Source: an optimization exercise on an open RTL-to-GDS flow (aim: small area). Production flows keep margins and buffers that such runs may drop. The RTL was checked by simulation tests, not by an equivalence proof against the original design. No driver is modelled on the clock port, so clocking that relies on it looks cheaper here than on a real chip.

Setup of build 93:
==> flow/design.v <==
`timescale 1ns/1ps
module proc_top (
  input  logic        clk,
  input  logic        reset,
  output logic [31:0] imem_addr_o,
  input  logic [31:0] imem_data_i,
  input  logic [31:0] mngr2proc_data_i,
  input  logic        mngr2proc_val_i,
  output logic        mngr2proc_rdy_o,
  output logic [31:0] proc2mngr_data_o,
  output logic        proc2mngr_val_o,
  input  logic        proc2mngr_rdy_i
);
  logic [4:0]  ph;
  logic        st_init;    
  logic        st_br;      
  logic        st_w;       
  logic        run_q;      
  logic        cw_q;       
  logic [31:0] x;
  logic [4:0]  s1;
  logic [31:0] pc;
  logic        c_q;        
  logic        cp_q;       
  logic        ne_q;       
  logic        out_v;
  wire ph0  = (ph == 5'd0);
  wire ph31 = (ph == 5'd31);
  wire exec = !st_init && !st_br && !st_w;
  wire is_alu  = !x[6];
  wire is_r    = !x[6] &&  x[5];
  wire is_i    = !x[6] && !x[5];
  wire is_b    =  x[6] && !x[4] && !x[2];
  wire is_j    =  x[6] &&  x[2];
  wire is_csr  =  x[6] &&  x[4] && !x[2];
  wire is_csrr =  is_csr &&  x[13];
  wire is_csrw =  is_csr && !x[13];
  wire is_sub  =  is_r && x[30];
  wire [4:0] rd  = x[11:7];
  wire [4:0] rs2 = x[24:20];
  logic immb;
  logic [31:0] itab;
  always_comb begin
    itab[0] = is_i && x[20];
    for (int t = 1; t <= 4; t++)   itab[t] = is_b ? x[7 + t] : x[20 + t];
    for (int t = 5; t <= 10; t++)  itab[t] = x[20 + t];
    itab[11] = is_i ? x[31] : (is_b ? x[7] : x[20]);
    for (int t = 12; t <= 14; t++) itab[t] = is_j ? x[t] : x[31];
    for (int t = 15; t <= 19; t++) itab[t] = is_j ? s1[t - 15] : x[31];
    for (int t = 20; t <= 31; t++) itab[t] = x[31];
  end
  assign immb = itab[ph];
  wire cw  = ph0 ? (exec && is_csrw) : cw_q;
  wire dec = exec && !cw;
  wire run = ph0 ? !(is_csrr && !mngr2proc_val_i) : run_q;
  logic [31:0] rf0;
  logic        res;
  logic        wen;
  assign rf0[0] = 1'b0;
  genvar gi;
  generate
    for (gi = 1; gi < 32; gi = gi + 1) begin : g_rf
      logic [31:0] r;
      always_ff @(posedge clk) begin
        r <= {(wen && rd == gi) ? res : r[0], r[31:1]};
      end
      assign rf0[gi] = r[0];
    end
  endgenerate
  wire a    = rf0[s1];
  wire b2   = rf0[rs2];
  wire inb  = mngr2proc_data_i[ph];
  wire pcb  = pc[0];
  wire four = (ph == 5'd2);
  wire opa  = is_j ? pcb : a;
  wire opb  = is_r ? b2 : (is_i ? immb : four);
  wire opbx = opb ^ is_sub;
  wire cin  = ph0 ? is_sub : c_q;
  wire sum  = opa ^ opbx ^ cin;
  wire cout = (opa & opbx) | (cin & (opa ^ opbx));
  always_comb begin
    if (is_csr)               res = inb;
    else if (is_alu && x[14]) res = x[13] ? (x[12] ? (opa & opb) : (opa | opb)) : (opa ^ opb);
    else                      res = sum;
  end
  assign wen = dec && run && (is_alu || is_j || is_csrr);
  wire pupd  = (dec && run && !is_b) || st_br || cw;
  wire pop   = ((dec && is_j) || (st_br && ne_q)) ? immb : four;
  wire cpin  = !ph0 && cp_q;
  wire pc_in = st_init ? (ph == 5'd9) : (pupd ? (pcb ^ pop ^ cpin) : pcb);
  wire cpout = (pcb & pop) | (cpin & (pcb ^ pop));
  assign imem_addr_o = {pc_in, pc[31:1]};
  wire ld = ph31 && (st_init || st_br || (dec && run && !is_b) ||
                     (st_w && (!out_v || proc2mngr_rdy_i)));
  localparam logic [31:0] XLD = 32'hFFF0_7FF4;
  wire [31:0] x_sh = {a, x[31:1]};
  wire [31:0] x_ld = (imem_data_i & XLD) | (x_sh & ~XLD);
  always_ff @(posedge clk) begin
    pc   <= {pc_in, pc[31:1]};
    c_q  <= cout;
    cp_q <= cpout;
    if (!st_br) ne_q <= (!ph0 && ne_q) | (a ^ b2);
    run_q <= run;
    cw_q  <= cw;
    if (ld) begin
      x  <= x_ld;
      s1 <= imem_data_i[19:15];
    end else if (cw) begin
      x  <= x_sh;
    end
  end
  always_ff @(posedge clk) begin
    if (reset) begin
      ph      <= 5'd0;
      st_init <= 1'b1;
      st_br   <= 1'b0;
      st_w    <= 1'b0;
    end else begin
      ph <= ph + 5'd1;
      if (ph31) begin
        st_init <= 1'b0;
        st_br   <= dec && is_b;
        st_w    <= cw || (st_w && !ld);
      end
    end
  end
  always_ff @(posedge clk) begin
    if (reset) out_v <= 1'b0;
    else       out_v <= (cw && ph31) || (out_v && !proc2mngr_rdy_i);
  end
  assign proc2mngr_data_o = x;
  assign proc2mngr_val_o  = out_v;
  assign mngr2proc_rdy_o  = dec && is_csrr && run_q && ph31;
endmodule
==> flow/config.mk <==
export PLATFORM = sky130hd
export DESIGN_NAME = proc_top
export DESIGN_NICKNAME = proc_top
export VERILOG_FILES = /design/flow/design.v
export SDC_FILE = /design/flow/constraint.sdc
export NUM_CORES = 4
export LEC_CHECK = 0
export CAP_MARGIN = 20
export CORE_MARGIN = 2
export CORE_UTILIZATION = 70
export PLACE_DENSITY = 0.8
export SLEW_MARGIN = 20
==> flow/constraint.sdc <==
create_clock -name core_clock -period 10.0 [get_ports {clk}]
set_input_delay 2.0000 -clock core_clock [delete_from_list [all_inputs] [get_ports {clk}]]
set_output_delay 2.0000 -clock core_clock [all_outputs]
set_load 0.01 [all_outputs]
standard.sh (not shown) runs the stock make flow with config.mk's settings and CLKGATE_MAP_FILE= SYNTH_SCRIPT=/design/flow/synth_recipe.tcl, a recipe that flattens the netlist after the stock synthesis.
==> flow/flow/run.sh <==
#!/bin/bash
# The standard layout (standard.sh's make command) with these changes:
#  - synthesis runs flow/synth_area.tcl: the standard synthesis script with an area-oriented
#    ABC mapping script (flow/abc_map.script); registers are mapped before ABC and unchanged;
#  - the port buffers are sky130_fd_sc_hd__buf_1 cells;
#  - the clock tree uses clkbuf_16 leaf buffers on clusters of at most 32 flip-flops, without
#    dummy loads.
# All tool logs go to orfs/logs/ (ORFS's own per-step logs) and make_finish.log.
set -euo pipefail
here=$(pwd)
export FLOW_ABC_SCRIPT="$here/flow/abc_map.script"
export BUFFER_PORTS_ARGS="-buffer_cell sky130_fd_sc_hd__buf_1"
export CTS_ARGS="-sink_clustering_enable -repair_clock_nets -sink_clustering_size 32 -sink_clustering_max_diameter 80 -buf_list sky130_fd_sc_hd__clkbuf_16 -dont_use_dummy_load"
grep -q 'SYNTH_SCRIPT=[^ ]*synth_recipe.tcl' standard.sh
sed "s#SYNTH_SCRIPT=[^ ]*synth_recipe.tcl#SYNTH_SCRIPT=$here/flow/synth_area.tcl#" standard.sh > standard_area.sh
bash standard_area.sh > make_finish.log 2>&1
==> flow/flow/abc_map.script <==
strash
dch
amap
topo
==> flow/flow/synth_area.tcl <==
# synth_recipe.tcl (the standard synthesis) with one change: ABC maps the logic with an
# area-oriented script (flow/abc_map.script) instead of ORFS's speed script. Flip-flops are
# mapped before ABC runs, so the registers, their names and cells stay those of the standard
# synthesis.
proc synth {args} { yosys synth -nofsm -noshare {*}$args }
proc abc {args} {
  set i [lsearch -exact $args -script]
  if {$i >= 0} { set args [lreplace $args [expr {$i + 1}] [expr {$i + 1}] $::env(FLOW_ABC_SCRIPT)] }
  yosys abc {*}$args
}
source $::env(SCRIPTS_DIR)/synth.tcl
# left out here: clear keep_hierarchy, flatten, clean up, hide names made inside functions, write 1_2_yosys.v
Input-level comparison between build 36 and build 93:
==> flow/flow/run.sh <==
#!/bin/bash
# The standard layout (standard.sh, unchanged synthesis), with two settings passed to ORFS:
# the port buffers are sky130_fd_sc_hd__buf_1 cells, and the clock tree uses clkbuf_16 leaf
# buffers on clusters of at most 32 flip-flops, without dummy loads.
set -euo pipefail
export BUFFER_PORTS_ARGS="-buffer_cell sky130_fd_sc_hd__buf_1"
export CTS_ARGS="-sink_clustering_enable -repair_clock_nets -sink_clustering_size 22 -sink_clustering_max_diameter 80 -buf_list sky130_fd_sc_hd__buf_12 -dont_use_dummy_load"
bash standard.sh > make_finish.log 2>&1
removed: flow/flow/abc_map.script
removed: flow/flow/synth_area.tcl
## What came out
- Result for build 93 and build 36: all clean
- Looking at part of the Yosys area used for sequential elements, build 36 sits 2.5 points lower than build 93 does.
- Taking build 93 as the reference, in build 36 final instance area climbed about 2.2%; horizontal die dimension climbed 1.4%; minimum hold slack climbed 18 ps; number of setup violations in the final report barely changed.
Edits applied to the flow inputs when going from build 36 to build 66:
# build 36
export LEC_CHECK = 0
export CAP_MARGIN = 20
export CORE_MARGIN = 2
export CORE_UTILIZATION = 70
export PLACE_DENSITY = 0.8
export SLEW_MARGIN = 20
create_clock -name core_clock -period 10.0 [get_ports {clk}]
# build 66
export LEC_CHECK = 0
export CAP_MARGIN = 20
export CORE_MARGIN = 2
export CORE_UTILIZATION = 60
export PLACE_DENSITY = 0.7
export SLEW_MARGIN = 20
create_clock -name core_clock -period 10.0 [get_ports {clk}]
==> flow/flow/run.sh <==
#!/bin/bash
# The standard layout (standard.sh's make command) with these changes:
#  - synthesis runs flow/synth_area.tcl: the standard synthesis script with an area-oriented
#    ABC mapping script (flow/abc_map.script); registers are mapped before ABC and unchanged;
#  - the port buffers are sky130_fd_sc_hd__buf_1 cells;
#  - the clock tree uses buf_12 leaf buffers on clusters of at most 34 flip-flops, without
#    dummy loads.
# All tool logs go to orfs/logs/ (ORFS's own per-step logs) and make_finish.log.
set -euo pipefail
here=$(pwd)
export FLOW_ABC_SCRIPT="$here/flow/abc_map.script"
export BUFFER_PORTS_ARGS="-buffer_cell sky130_fd_sc_hd__buf_1"
export CTS_ARGS="-sink_clustering_enable -repair_clock_nets -sink_clustering_size 36 -sink_clustering_max_diameter 65 -buf_list sky130_fd_sc_hd__buf_12 -dont_use_dummy_load"
grep -q 'SYNTH_SCRIPT=[^ ]*synth_recipe.tcl' standard.sh
sed "s#SYNTH_SCRIPT=[^ ]*synth_recipe.tcl#SYNTH_SCRIPT=$here/flow/synth_area.tcl#" standard.sh > standard_area.sh
bash standard_area.sh > make_finish.log 2>&1
==> flow/flow/abc_map.script (new file) <==
strash
dch
amap
topo
==> flow/flow/synth_area.tcl (new file) <==
# synth_recipe.tcl (the standard synthesis) with one change: ABC maps the logic with an
# area-oriented script (flow/abc_map.script) instead of ORFS's speed script. Flip-flops are
# mapped before ABC runs, so the registers, their names and cells stay those of the standard
# synthesis.
proc synth {args} { yosys synth -nofsm -noshare {*}$args }
proc abc {args} {
  set i [lsearch -exact $args -script]
  if {$i >= 0} { set args [lreplace $args [expr {$i + 1}] [expr {$i + 1}] $::env(FLOW_ABC_SCRIPT)] }
  yosys abc {*}$args
}
source $::env(SCRIPTS_DIR)/synth.tcl
# left out here: clear keep_hierarchy, flatten, clean up, hide names made inside functions, write 1_2_yosys.v
--- outcome ---
Post-route standard cell area excluding fillers is higher on build 36. Build 66 against build 36: die area went up 13%, number of buffers and inverters on the critical path went up 1. Between build 36 and build 66, met1 track utilization from global routing decreased. Compared to build 36, the routing of build 66 uses less wire. Build 66: final worst-path cycle share is 0.42 points higher than what build 36 reported. Build 66: detailed route wirelength on metal3 is about 8% lower than what build 36 reported. Global-route wire length before repair: build 66 vs build 36 down 15%. Sort build 36 and build 66 by die span in x, ascending, and build 36 comes first.
## Diff of input files: build 58 against build 66
# build 66
export LEC_CHECK = 0
export CAP_MARGIN = 20
export CORE_MARGIN = 2
export CORE_UTILIZATION = 60
export PLACE_DENSITY = 0.7
export SLEW_MARGIN = 20
create_clock -name core_clock -period 10.0 [get_ports {clk}]
# build 58
export LEC_CHECK = 0
export CAP_MARGIN = 20
export CORE_MARGIN = 2
export CORE_UTILIZATION = 70
export PLACE_DENSITY = 0.8
export SLEW_MARGIN = 20
create_clock -name core_clock -period 10.0 [get_ports {clk}]
==> flow/flow/run.sh <==
#!/bin/bash
# The standard layout (standard.sh, unchanged synthesis), with two settings passed to ORFS:
# the port buffers are sky130_fd_sc_hd__buf_1 cells, and the clock tree uses clkbuf_16 leaf
# buffers on clusters of at most 32 flip-flops, without dummy loads.
set -euo pipefail
export BUFFER_PORTS_ARGS="-buffer_cell sky130_fd_sc_hd__buf_1"
export CTS_ARGS="-sink_clustering_enable -repair_clock_nets -sink_clustering_size 32 -sink_clustering_max_diameter 80 -buf_list sky130_fd_sc_hd__clkbuf_16 -dont_use_dummy_load"
bash standard.sh > make_finish.log 2>&1
removed: flow/flow/abc_map.script
removed: flow/flow/synth_area.tcl
Findings:
Delta (build 58 minus build 66): wire length after detailed routing went up, adder-cell share of the synthesized area barely changed.
The clock slew at the register clock pins of the worst setup and hold paths on build 66 is in line with that on build 58.

-- static timing again, ports no longer ideal --
The results above use ideal ports. As a check the final layouts listed here were re-extracted and re-timed, cells and wires unchanged.
Step 1 sets driving cells, clkbuf_16 on the clock port and buf_2 on the other inputs (assumed; they add their load-dependent delay and slew).
Step 2 times the ports against the registers' clock, not the clock port: input delays grow and output delays shrink by t, the midpoint of the rising clock arrivals with the driver on.
Three values: ideal ports, drivers, drivers and shift; two values: the first two.
run	t, ns	slack for setup (ns)	worst setup path after step 2	worst data-port slew with drivers (ns)	cell pins on the clock port's net
build 93	0.596	3.079 / 3.025 / 3.621	register to output	0.06	1
build 36	0.591	3.200 / 3.143 / 3.734	register to output	0.05	1
build 66	0.548	3.158 / 3.107 / 3.655	register to output	0.04	1
build 58	0.594	3.281 / 3.224 / 3.818	register to output	0.04	1
After both steps every run listed still meets setup and hold.
